What follows belongs to an exercise in optimizing a design on an open flow for small area, a short achievable clock period and few clock cycles per item; a production flow would make more cautious choices. In this exercise RTL edits were held to simulation tests only and were not proved equivalent to the original.

## flow/design.v

```verilog
package lane_cfg_pkg;
  localparam int unsigned ElemWidth    = 16;
  localparam int unsigned NrElems      = 4;
  localparam int unsigned NrVRegs      = 8;
  localparam int unsigned VRegIdxWidth = 3;
  localparam int unsigned ElemIdxWidth = 2;
  localparam int unsigned VAddrWidth   = VRegIdxWidth + ElemIdxWidth;
  localparam int unsigned NrBanks      = 2;
  localparam int unsigned BankDepth    = NrVRegs * NrElems / NrBanks;
  localparam int unsigned NrRdPorts    = 3;
  typedef logic [ElemWidth-1:0]    elem_t;
  typedef logic [VRegIdxWidth-1:0] vreg_idx_t;
  typedef logic [ElemIdxWidth-1:0] elem_idx_t;
  typedef logic [VAddrWidth-1:0]   vaddr_t;
endpackage
package lane_op_pkg;
  typedef enum logic [2:0] {
    ALU_ADD = 3'd0,
    ALU_SUB = 3'd1,
    ALU_AND = 3'd2,
    ALU_OR  = 3'd3,
    ALU_XOR = 3'd4,
    ALU_MIN = 3'd5,
    ALU_MAX = 3'd6
  } alu_op_e;
  typedef enum logic {
    FU_ALU = 1'b0,
    FU_MUL = 1'b1
  } fu_e;
  typedef struct packed {
    logic    swap;
    alu_op_e op;
  } alu_view_t;
  typedef struct packed {
    logic high;   
    logic sgn;
    logic neg;
    logic rsvd;
  } mul_view_t;
  typedef union packed {
    alu_view_t alu;
    mul_view_t mul;
  } op_word_u;
  typedef struct packed {
    fu_e                     fu;
    op_word_u                op;
    logic [2:0] vd;
    logic [2:0] vs1;
    logic [2:0] vs2;
    logic [1:0] vl;    
  } lane_req_t;
  typedef struct packed {
    op_word_u                op;
    logic [2:0] vd;
    logic [1:0] idx;
    logic                    last;
    fu_e                     fu;
  } elem_tok_t;
  typedef struct packed {
    logic [4:0]           addr;
    logic [15:0]          data;
    logic                 last;
  } fu_result_t;
  typedef struct packed {
    logic                 en;
    logic [4:0]           addr;
    logic [15:0]          data;
  } vrf_wr_t;
  typedef struct packed {
    logic [4:0]           addr;
    logic [15:0]          data;
  } ld_req_t;
endpackage
`timescale 1ns/10ps
module lane_vrf (
  input  logic                 clk_i,
  input  logic                 rst_ni,
  input  lane_cfg_pkg::vaddr_t rd_addr_a_i,
  input  lane_cfg_pkg::vaddr_t rd_addr_b_i,
  input  lane_cfg_pkg::vaddr_t probe_addr_i,
  input  lane_op_pkg::vrf_wr_t wr_i,
  output lane_cfg_pkg::elem_t  rd_data_a_o,
  output lane_cfg_pkg::elem_t  rd_data_b_o,
  output lane_cfg_pkg::elem_t  probe_data_o
);
  lane_cfg_pkg::vaddr_t [lane_cfg_pkg::NrRdPorts-1:0] rd_addr;
  logic                 [lane_cfg_pkg::NrRdPorts-1:0] bank_sel_q;
  lane_cfg_pkg::elem_t [lane_cfg_pkg::NrRdPorts-1:0] bank_rd_q [lane_cfg_pkg::NrBanks];
  lane_cfg_pkg::elem_t mem_q [lane_cfg_pkg::NrBanks][lane_cfg_pkg::BankDepth];
  assign rd_addr = {probe_addr_i, rd_addr_b_i, rd_addr_a_i};
  always_ff @(posedge clk_i) begin
    if (wr_i.en) begin
      mem_q[wr_i.addr[0]][wr_i.addr[lane_cfg_pkg::VAddrWidth-1:1]] <= wr_i.data;
    end
    for (int b = 0; b < lane_cfg_pkg::NrBanks; b++) begin
      for (int p = 0; p < lane_cfg_pkg::NrRdPorts; p++) begin
        bank_rd_q[b][p] <= mem_q[b][rd_addr[p][lane_cfg_pkg::VAddrWidth-1:1]];
      end
    end
  end
  always_ff @(posedge clk_i or negedge rst_ni) begin
    if (!rst_ni) begin
      bank_sel_q <= '0;
    end else begin
      for (int p = 0; p < lane_cfg_pkg::NrRdPorts; p++) begin
        bank_sel_q[p] <= rd_addr[p][0];
      end
    end
  end
  assign rd_data_a_o  = bank_rd_q[bank_sel_q[0]][0];
  assign rd_data_b_o  = bank_rd_q[bank_sel_q[1]][1];
  assign probe_data_o = bank_rd_q[bank_sel_q[2]][2];
endmodule
`timescale 1ns/10ps
module lane_sequencer (
  input  logic                    clk_i,
  input  logic                    rst_ni,
  input  lane_op_pkg::lane_req_t  req_i,
  input  logic                    req_valid_i,
  output logic                    req_ready_o,
  output lane_cfg_pkg::vaddr_t    rd_addr_a_o,
  output lane_cfg_pkg::vaddr_t    rd_addr_b_o,
  output lane_op_pkg::elem_tok_t  tok_o,
  output logic                    alu_issue_o,
  output logic                    mul_issue_o,
  input  logic                    alu_ready_i,
  input  logic                    mul_ready_i,
  input  logic                    clr_valid_i,
  input  lane_cfg_pkg::vreg_idx_t clr_vreg_i
);
  lane_op_pkg::lane_req_t           req_q;
  lane_cfg_pkg::elem_idx_t          cnt_q;
  logic                             busy_q;
  logic [lane_cfg_pkg::NrVRegs-1:0] sb_q;
  logic [lane_cfg_pkg::NrVRegs-1:0] sb_d;
  lane_op_pkg::elem_tok_t           tok_q;
  logic                             tok_valid_q;
  lane_cfg_pkg::vaddr_t             rd_a_q;
  lane_cfg_pkg::vaddr_t             rd_b_q;
  logic hazard;
  logic accept;
  logic tok_ready;
  logic tgt_ready;
  logic stall;
  logic issue;
  logic last;
  assign hazard      = sb_q[req_i.vs1] | sb_q[req_i.vs2] | sb_q[req_i.vd];
  assign req_ready_o = ~busy_q & ~hazard;
  assign accept      = req_valid_i & req_ready_o;
  always_comb begin
    sb_d = sb_q;
    if (clr_valid_i) begin
      sb_d[clr_vreg_i] = 1'b0;
    end
    if (accept) begin
      sb_d[req_i.vd] = 1'b1;
    end
  end
  assign tok_ready = (tok_q.fu == lane_op_pkg::FU_MUL) ? mul_ready_i : alu_ready_i;
  assign tgt_ready = (req_q.fu == lane_op_pkg::FU_MUL) ? mul_ready_i : alu_ready_i;
  assign stall     = tok_valid_q & ~tok_ready;
  assign issue     = busy_q & tgt_ready & ~stall;
  assign last      = (cnt_q == req_q.vl);
  assign rd_addr_a_o = stall ? rd_a_q : {req_q.vs1, cnt_q};
  assign rd_addr_b_o = stall ? rd_b_q : {req_q.vs2, cnt_q};
  always_ff @(posedge clk_i or negedge rst_ni) begin
    if (!rst_ni) begin
      busy_q      <= 1'b0;
      cnt_q       <= '0;
      sb_q        <= '0;
      tok_valid_q <= 1'b0;
    end else begin
      sb_q <= sb_d;
      if (accept) begin
        busy_q <= 1'b1;
        cnt_q  <= '0;
      end else if (issue) begin
        busy_q <= ~last;
        cnt_q  <= last ? '0 : cnt_q + 2'd1;
      end
      if (!stall) begin
        tok_valid_q <= issue;
      end
    end
  end
  always_ff @(posedge clk_i) begin
    if (accept) begin
      req_q <= req_i;
    end
    if (!stall) begin
      tok_q.op   <= req_q.op;
      tok_q.vd   <= req_q.vd;
      tok_q.idx  <= cnt_q;
      tok_q.last <= last;
      tok_q.fu   <= req_q.fu;
    end
    rd_a_q <= rd_addr_a_o;
    rd_b_q <= rd_addr_b_o;
  end
  assign tok_o       = tok_q;
  assign alu_issue_o = tok_valid_q & (tok_q.fu == lane_op_pkg::FU_ALU) & alu_ready_i;
  assign mul_issue_o = tok_valid_q & (tok_q.fu == lane_op_pkg::FU_MUL) & mul_ready_i;
endmodule
`timescale 1ns/10ps
module lane_alu (
  input  logic                    clk_i,
  input  logic                    rst_ni,
  input  lane_op_pkg::elem_tok_t  tok_i,
  input  logic                    valid_i,
  input  lane_cfg_pkg::elem_t     opa_i,
  input  lane_cfg_pkg::elem_t     opb_i,
  output logic                    ready_o,
  output lane_op_pkg::fu_result_t res_o,
  output logic                    res_valid_o,
  input  logic                    res_gnt_i
);
  lane_cfg_pkg::elem_t     a;
  lane_cfg_pkg::elem_t     b;
  lane_cfg_pkg::elem_t     y;
  lane_op_pkg::fu_result_t res_q;
  logic                    res_valid_q;
  assign a = tok_i.op.alu.swap ? opb_i : opa_i;
  assign b = tok_i.op.alu.swap ? opa_i : opb_i;
  always_comb begin
    case (tok_i.op.alu.op)
      lane_op_pkg::ALU_ADD: y = a + b;
      lane_op_pkg::ALU_SUB: y = a - b;
      lane_op_pkg::ALU_AND: y = a & b;
      lane_op_pkg::ALU_OR:  y = a | b;
      lane_op_pkg::ALU_XOR: y = a ^ b;
      lane_op_pkg::ALU_MIN: y = ($signed(a) < $signed(b)) ? a : b;
      lane_op_pkg::ALU_MAX: y = ($signed(a) > $signed(b)) ? a : b;
      default:              y = a;
    endcase
  end
  assign ready_o = ~res_valid_q | res_gnt_i;
  always_ff @(posedge clk_i or negedge rst_ni) begin
    if (!rst_ni) begin
      res_valid_q <= 1'b0;
    end else if (ready_o) begin
      res_valid_q <= valid_i;
    end
  end
  always_ff @(posedge clk_i) begin
    if (valid_i && ready_o) begin
      res_q.addr <= {tok_i.vd, tok_i.idx};
      res_q.data <= y;
      res_q.last <= tok_i.last;
    end
  end
  assign res_o       = res_q;
  assign res_valid_o = res_valid_q;
endmodule
`timescale 1ns/10ps
module lane_mul (
  input  logic                    clk_i,
  input  logic                    rst_ni,
  input  lane_op_pkg::elem_tok_t  tok_i,
  input  logic                    valid_i,
  input  lane_cfg_pkg::elem_t     opa_i,
  input  lane_cfg_pkg::elem_t     opb_i,
  output logic                    ready_o,
  output lane_op_pkg::fu_result_t res_o,
  output logic                    res_valid_o,
  input  logic                    res_gnt_i
);
  logic [2*lane_cfg_pkg::ElemWidth-1:0] ext_a;
  logic [2*lane_cfg_pkg::ElemWidth-1:0] ext_b;
  logic [2*lane_cfg_pkg::ElemWidth-1:0] prod_q;
  logic [2*lane_cfg_pkg::ElemWidth-1:0] prod_n;
  lane_op_pkg::elem_tok_t               s1_tok_q;
  logic                                 s1_valid_q;
  lane_op_pkg::fu_result_t              res_q;
  logic                                 res_valid_q;
  logic                                 advance;
  assign ext_a = {{lane_cfg_pkg::ElemWidth{tok_i.op.mul.sgn & opa_i[lane_cfg_pkg::ElemWidth-1]}},
                  opa_i};
  assign ext_b = {{lane_cfg_pkg::ElemWidth{tok_i.op.mul.sgn & opb_i[lane_cfg_pkg::ElemWidth-1]}},
                  opb_i};
  assign advance = ~res_valid_q | res_gnt_i;
  assign ready_o = advance;
  assign prod_n = s1_tok_q.op.mul.neg ? -prod_q : prod_q;
  always_ff @(posedge clk_i or negedge rst_ni) begin
    if (!rst_ni) begin
      s1_valid_q  <= 1'b0;
      res_valid_q <= 1'b0;
    end else if (advance) begin
      s1_valid_q  <= valid_i;
      res_valid_q <= s1_valid_q;
    end
  end
  always_ff @(posedge clk_i) begin
    if (advance && valid_i) begin
      prod_q   <= ext_a * ext_b;
      s1_tok_q <= tok_i;
    end
    if (advance && s1_valid_q) begin
      res_q.addr <= {s1_tok_q.vd, s1_tok_q.idx};
      res_q.data <= s1_tok_q.op.mul.high ? prod_n[2*lane_cfg_pkg::ElemWidth-1:lane_cfg_pkg::ElemWidth]
                                         : prod_n[lane_cfg_pkg::ElemWidth-1:0];
      res_q.last <= s1_tok_q.last;
    end
  end
  assign res_o       = res_q;
  assign res_valid_o = res_valid_q;
endmodule
`timescale 1ns/10ps
module lane_writeback (
  input  logic                    clk_i,
  input  logic                    rst_ni,
  input  lane_op_pkg::fu_result_t alu_res_i,
  input  logic                    alu_valid_i,
  output logic                    alu_gnt_o,
  input  lane_op_pkg::fu_result_t mul_res_i,
  input  logic                    mul_valid_i,
  output logic                    mul_gnt_o,
  input  lane_op_pkg::ld_req_t    ld_i,
  input  logic                    ld_valid_i,
  output logic                    ld_ready_o,
  output lane_op_pkg::vrf_wr_t    wr_o,
  output logic                    clr_valid_o,
  output lane_cfg_pkg::vreg_idx_t clr_vreg_o,
  output logic                    alu_done_o,
  output logic                    mul_done_o
);
  logic alu_last;
  logic mul_last;
  logic alu_done_q;
  logic mul_done_q;
  assign mul_gnt_o  = mul_valid_i;
  assign alu_gnt_o  = alu_valid_i & ~mul_valid_i;
  assign ld_ready_o = ld_valid_i & ~mul_valid_i & ~alu_valid_i;
  always_comb begin
    wr_o.en = mul_valid_i | alu_valid_i | ld_valid_i;
    if (mul_valid_i) begin
      wr_o.addr = mul_res_i.addr;
      wr_o.data = mul_res_i.data;
    end else if (alu_valid_i) begin
      wr_o.addr = alu_res_i.addr;
      wr_o.data = alu_res_i.data;
    end else begin
      wr_o.addr = ld_i.addr;
      wr_o.data = ld_i.data;
    end
  end
  assign mul_last    = mul_gnt_o & mul_res_i.last;
  assign alu_last    = alu_gnt_o & alu_res_i.last;
  assign clr_valid_o = mul_last | alu_last;
  assign clr_vreg_o  = wr_o.addr[lane_cfg_pkg::ElemIdxWidth +: lane_cfg_pkg::VRegIdxWidth];
  always_ff @(posedge clk_i or negedge rst_ni) begin
    if (!rst_ni) begin
      alu_done_q <= 1'b0;
      mul_done_q <= 1'b0;
    end else begin
      alu_done_q <= alu_last;
      mul_done_q <= mul_last;
    end
  end
  assign alu_done_o = alu_done_q;
  assign mul_done_o = mul_done_q;
endmodule
`timescale 1ns/10ps
module lane_top (
  input  logic                   clk_i,
  input  logic                   rst_ni,
  input  logic [15:0]            req_i,
  input  logic                   req_valid_i,
  output logic                   req_ready_o,
  input  logic [20:0]            ld_i,
  input  logic                   ld_valid_i,
  output logic                   ld_ready_o,
  input  logic [4:0]             probe_addr_i,
  output logic [15:0]            probe_data_o,
  output logic                   alu_done_o,
  output logic                   mul_done_o
);
  lane_op_pkg::lane_req_t  req;
  lane_op_pkg::ld_req_t    ld;
  lane_cfg_pkg::vaddr_t    rd_addr_a, rd_addr_b;
  lane_cfg_pkg::elem_t     rd_data_a, rd_data_b;
  lane_op_pkg::elem_tok_t  tok;
  logic                    alu_issue, mul_issue;
  logic                    alu_ready, mul_ready;
  lane_op_pkg::fu_result_t alu_res, mul_res;
  logic                    alu_res_valid, mul_res_valid;
  logic                    alu_gnt, mul_gnt;
  lane_op_pkg::vrf_wr_t    vrf_wr;
  logic                    clr_valid;
  lane_cfg_pkg::vreg_idx_t clr_vreg;
  assign req = req_i;
  assign ld  = ld_i;
  lane_vrf i_lane_vrf (
    .clk_i       (clk_i       ),
    .rst_ni      (rst_ni      ),
    .rd_addr_a_i (rd_addr_a   ),
    .rd_addr_b_i (rd_addr_b   ),
    .probe_addr_i(probe_addr_i),
    .wr_i        (vrf_wr      ),
    .rd_data_a_o (rd_data_a   ),
    .rd_data_b_o (rd_data_b   ),
    .probe_data_o(probe_data_o)
  );
  lane_sequencer i_lane_sequencer (
    .clk_i      (clk_i      ),
    .rst_ni     (rst_ni     ),
    .req_i      (req        ),
    .req_valid_i(req_valid_i),
    .req_ready_o(req_ready_o),
    .rd_addr_a_o(rd_addr_a  ),
    .rd_addr_b_o(rd_addr_b  ),
    .tok_o      (tok        ),
    .alu_issue_o(alu_issue  ),
    .mul_issue_o(mul_issue  ),
    .alu_ready_i(alu_ready  ),
    .mul_ready_i(mul_ready  ),
    .clr_valid_i(clr_valid  ),
    .clr_vreg_i (clr_vreg   )
  );
  lane_alu i_lane_alu (
    .clk_i      (clk_i        ),
    .rst_ni     (rst_ni       ),
    .tok_i      (tok          ),
    .valid_i    (alu_issue    ),
    .opa_i      (rd_data_a    ),
    .opb_i      (rd_data_b    ),
    .ready_o    (alu_ready    ),
    .res_o      (alu_res      ),
    .res_valid_o(alu_res_valid),
    .res_gnt_i  (alu_gnt      )
  );
  lane_mul i_lane_mul (
    .clk_i      (clk_i        ),
    .rst_ni     (rst_ni       ),
    .tok_i      (tok          ),
    .valid_i    (mul_issue    ),
    .opa_i      (rd_data_a    ),
    .opb_i      (rd_data_b    ),
    .ready_o    (mul_ready    ),
    .res_o      (mul_res      ),
    .res_valid_o(mul_res_valid),
    .res_gnt_i  (mul_gnt      )
  );
  lane_writeback i_lane_writeback (
    .clk_i      (clk_i        ),
    .rst_ni     (rst_ni       ),
    .alu_res_i  (alu_res      ),
    .alu_valid_i(alu_res_valid),
    .alu_gnt_o  (alu_gnt      ),
    .mul_res_i  (mul_res      ),
    .mul_valid_i(mul_res_valid),
    .mul_gnt_o  (mul_gnt      ),
    .ld_i       (ld           ),
    .ld_valid_i (ld_valid_i   ),
    .ld_ready_o (ld_ready_o   ),
    .wr_o       (vrf_wr       ),
    .clr_valid_o(clr_valid    ),
    .clr_vreg_o (clr_vreg     ),
    .alu_done_o (alu_done_o   ),
    .mul_done_o (mul_done_o   )
  );
endmodule
```

## flow/run.sh

```bash
#!/bin/bash
# synth_recipe.tcl (not shown) runs the flow's synth.tcl, then flattens the netlist and writes it again
# the make line also repeats each setting of config.mk as NAME=value (left out here)
make -C /OpenROAD-flow-scripts/flow DESIGN_CONFIG=/design/flow/config.mk WORK_HOME=/design/flow/orfs CLKGATE_MAP_FILE= SYNTH_SCRIPT=/design/flow/synth_recipe.tcl finish
```

## flow/config.mk

```make
export PLATFORM = sky130hd
export DESIGN_NAME = lane_top
export DESIGN_NICKNAME = lane_top
export VERILOG_FILES = /design/flow/design.v
export SDC_FILE = /design/flow/constraint.sdc
export NUM_CORES = 4
export LEC_CHECK = 0
export CAP_MARGIN = 20
export CORE_MARGIN = 2
export CORE_UTILIZATION = 40
export PLACE_DENSITY = 0.6
export SLEW_MARGIN = 20
```

## flow/constraint.sdc

```tcl
create_clock -name core_clock -period 8.0 [get_ports {clk_i}]
set_input_delay 1.6000 -clock core_clock [delete_from_list [all_inputs] [get_ports {clk_i}]]
set_output_delay 1.6000 -clock core_clock [all_outputs]
set_load 0.01 [all_outputs]
```

==> impl_metrics.csv <==
group,metric,value,unit
outcome,outcome,"finished clean",
floorplan,start_util,0.402,
detailed_routing,initialDrtViolationCount,5284,
timing,grt_setup_unrepaired,"false",
synth,async_flop_share,0.0267,
critical_path,crit_start,"i_lane_vrf.bank_sel_q[0]$_DFF_PN0_",
critical_path,rr_startpoint,"i_lane_vrf.bank_sel_q[0]$_DFF_PN0_",
timing,finalHoldViolations,0,
critical_path,rr_endpoint,"i_lane_mul.prod_q[30]$_DFFE_PP_",
critical_path,worstRegToRegCells,20,
critical_path,startpoint_type,"register",
worst_hold_path,hold_class,"reg -> reg",
cts,cts_made_buffers,84,
grt,grt_pass1_wl,264000,um
floorplan,io_pins,66,
floorplan,core_area,0.127,mm^2
cts,htreeDepth,3,
critical_path,critPathKind,"reg -> reg",
cts,cts_max_path_buffers,3,
detailed_routing,avgViaCountPerCell,6.07,
run,cap_violations,0,
synth,post-synth-top-count-cell,"nand2_1",
synth,synthCells,5057,
detailed_routing,drtPass1Iterations,6,
critical_path,worst_setup_path_end_kind,"register",
place,place.gp.congestion,0.978,
synth,synth_common_cells,"nand2_1 (1168), edfxtp_1 (623), nand3_1 (530)",
floorplan,rows,131,
timing,finClkSkew,0.0572,ns
synth,synth_top_area_frac,0.367,
synth,yosysUniqueCellTypes,83,
timing,setup_viol,0,
synth,synth_edf_count,623,
timing,drv_slew,0,
grt,overflow,0,
floorplan,die_y,361,um
synth,syn_area,0.0510,mm^2
cts,hold_buffers,0,
final_layout,drive_gt1_frac,0.115,
cts,cts_tree,"built",
critical_path,reg2reg_slack,0.82,ns
critical_path,required,8.44,ns
cts,insertion_delay,0.73,ns
detailed_routing,drt-wirelength-per-cell,26.6,um
critical_path,worstSetupEndpoint,"i_lane_mul.prod_q[30]$_DFFE_PP_",
critical_path,crit_path_max_fanout,24,
grt,grt_antenna_before_repair,4,
synth,syn_nets,5524,
timing,finalCritPeriodShare,0.897,
detailed_routing,drc_errors,0,
cts,numClockSinks,749,
final_layout,antennaDiodeCount,0,
synth,syn_avg_cell_area,10.1,um^2
synth,yosysWarnings,6,
synth,ys_ff_latch,749,
detailed_routing,ant_nets,0,
place,portBuffers,65,
grt,track_usage,0.272,
timing,fin_crit,7.18,ns
floorplan,die-area,0.130,mm^2
grt,grt_max_degree,132,
final_layout,area_growth,11.2,%
cts,clockRootBuffer,"clkbuf_16",
cts,cts_setup_buffers,0,
cts,path_clk_slew,0.06,ns
timing,fin_setup_tns,0,ns
grt,grt_pass1_vias,40400,
critical_path,worstPathArrival,7.62,ns
timing,fmax,139,MHz
detailed_routing,vias,40900,
synth,synth_area_leader_cell,"edfxtp_1",
detailed_routing,routed_wl,179000,um
synth,yosysSeqAreaShare,0.418,
place,dp_hpwl,115000,um
final_layout,fin_nets,5470,
cts,post_cts_resize_count,0,
worst_hold_path,whs_path_depth,0,
timing,max-slew-margin-rel,0.209,
timing,worst_pin_slew,1.19,ns
synth,synth-main-ff-cell,"edfxtp_1",
synth,synth_area_leaders,"edfxtp_1 (37%), fa_1 (11%), nand2_1 (8.6%)",
floorplan,die_w,361,um
timing,fin_hold_ws,0.415,ns
## layout make-up
class / count / area [um^2]
fill: 11700 / 70300
sequential: 749 / 21300
clock inverter: 42 / 641
clock buffer: 116 / 2330
inverter: 390 / 1480
multi-input combinational: 3576 / 27100
tap: 1662 / 2080
timing repair buffer: 202 / 1760
## metrics by stage
step	utilization	instances	area (um^2)	worst slack [ns]
5_1_grt	0.447	6737	56800	0.536
2_1_floorplan	-	5057	51000	1.27
4_1_cts	0.447	6735	56700	0.868
6_report	0.447	6737	56800	0.822
3_5_place_dp	0.423	6577	53800	0.888
3_3_place_gp	0.423	6577	53800	0.999
## cells in the final DEF (no fill, tap or decap), drive strengths merged, types with 14 or more instances in the layout
| master | netlist | final |
|---|---|---|
| a211oi | 70 | 70 |
| mux4 | 166 | 166 |
| clkdlybuf4s50 | 0 | 60 |
| a21o | 14 | 14 |
| dfrtp | 20 | 20 |
| inv | 389 | 391 |
| xor2 | 29 | 29 |
| or3 | 15 | 15 |
| fa | 284 | 284 |
| mux2i | 81 | 81 |
| nand2b | 14 | 14 |
| xnor2 | 44 | 44 |
| a31oi | 73 | 73 |
| nand3 | 531 | 531 |
| a311oi | 129 | 129 |
| buf | 103 | 142 |
| o21a | 25 | 25 |
| clkbuf | 239 | 116 |
| nor2 | 276 | 276 |
| o31ai | 16 | 16 |
| edfxtp | 623 | 623 |
| o21ai | 93 | 93 |
| nor2b | 79 | 79 |
| mux2 | 47 | 47 |
| nand2 | 1168 | 1168 |
| ha | 137 | 137 |
| nor3 | 20 | 20 |
| a21oi | 105 | 105 |
| dfxtp | 106 | 106 |
| clkinv | 1 | 23 |
## sequential cells by signal, summed over array words and instances (netlist names)
name                          count
i_lane_sequencer.tok_valid_q      1
i_lane_mul.prod_q                32
i_lane_vrf.bank_sel_q             3
i_lane_sequencer.rd_a_q           5
i_lane_alu.res_valid_q            1
i_lane_sequencer.sb_q             8
i_lane_alu.res_q                 22
i_lane_mul.s1_tok_q               8
i_lane_mul.res_q                 22
i_lane_writeback.alu_done_q       1
i_lane_sequencer.req_q           16
i_lane_sequencer.cnt_q            2
i_lane_writeback.mul_done_q       1
i_lane_sequencer.busy_q           1
i_lane_vrf.mem_q                512
i_lane_mul.s1_valid_q             1
i_lane_sequencer.rd_b_q           5
i_lane_mul.res_valid_q            1
i_lane_vrf.bank_rd_q             96
i_lane_sequencer.tok_q           11
## routing by layer
layer	track usage	up-vias	part of all wire
met1	0.348	20300	0.38
met5	0	-	0.000073
met4	0.150	2	0.062
li1	-	17700	-
met3	0.0450	551	0.096
met2	0.442	2415	0.46
## worst min-delay path by stage
stage                                     startpoint                          endpoint  slack (ns)
floorplan           i_lane_mul.s1_tok_q[1]$_DFFE_PP_     i_lane_mul.res_q[0]$_DFFE_PP_        0.40
global route        i_lane_mul.s1_tok_q[2]$_DFFE_PP_    i_lane_mul.res_q[17]$_DFFE_PP_        0.42
CTS                 i_lane_mul.s1_tok_q[2]$_DFFE_PP_    i_lane_mul.res_q[17]$_DFFE_PP_        0.41
finish               i_lane_mul.s1_valid_q$_DFF_PN0_  i_lane_mul.res_valid_q$_DFF_PN0_        0.41
detailed placement  i_lane_mul.s1_tok_q[6]$_DFFE_PP_    i_lane_mul.res_q[21]$_DFFE_PP_        0.41
global placement    i_lane_mul.s1_tok_q[1]$_DFFE_PP_     i_lane_mul.res_q[0]$_DFFE_PP_        0.40
## worst max-delay path, cell delays in order, from the launching register on
cell and delay, ns:
dfrtp_1 0.56, buf_4 0.41, mux2_2 0.45, nand2_1 0.15, fa_1 0.54, fa_1 0.57
fa_1 0.45, fa_1 0.54, inv_1 0.05, fa_1 0.49, inv_1 0.05, fa_1 0.47
inv_1 0.04, ha_1 0.37, o211a_1 0.17, o21ai_0 0.14, nor4_1 0.50, o211ai_1 0.24
a21o_1 0.23, and4_1 0.17, a311o_1 0.32
## cells by family after synthesis
family | share of synthesized area
simple gates | 0.181
flops | 0.418
mux | 0.0995
buf+inv | 0.0561
compound gates | 0.0881
fa+ha+maj | 0.145
xor+xnor | 0.0125
Testbench counts, summed over its fixed seeds: cycles 19,177, items 4,000.

[static timing again, ports no longer ideal]
The results above use ideal ports. As a check the final layout listed here was re-extracted and re-timed, cells and wires unchanged. Step 1 sets driving cells, clkbuf_16 on the clock port and buf_2 on the other inputs (assumed; they add their load-dependent delay and slew). Step 2 moves the port delays by t, midway between the first and last clock arrival at a register: inputs arrive t later, outputs are due t later. That takes back most of the time a late clock gives input paths. Three values: ideal ports, drivers, drivers and shift; two values: the first two.
t (ns): 0.780
slack for setup (ns): 0.822 / 0.822 / 0.822
slew at the worst register clock pin (ns): 0.06 / 0.06
After both steps this run still meets setup and hold. For this run, drivers alone change the setup slack by 0.000 ns; drivers and shift together by 0.000 ns.
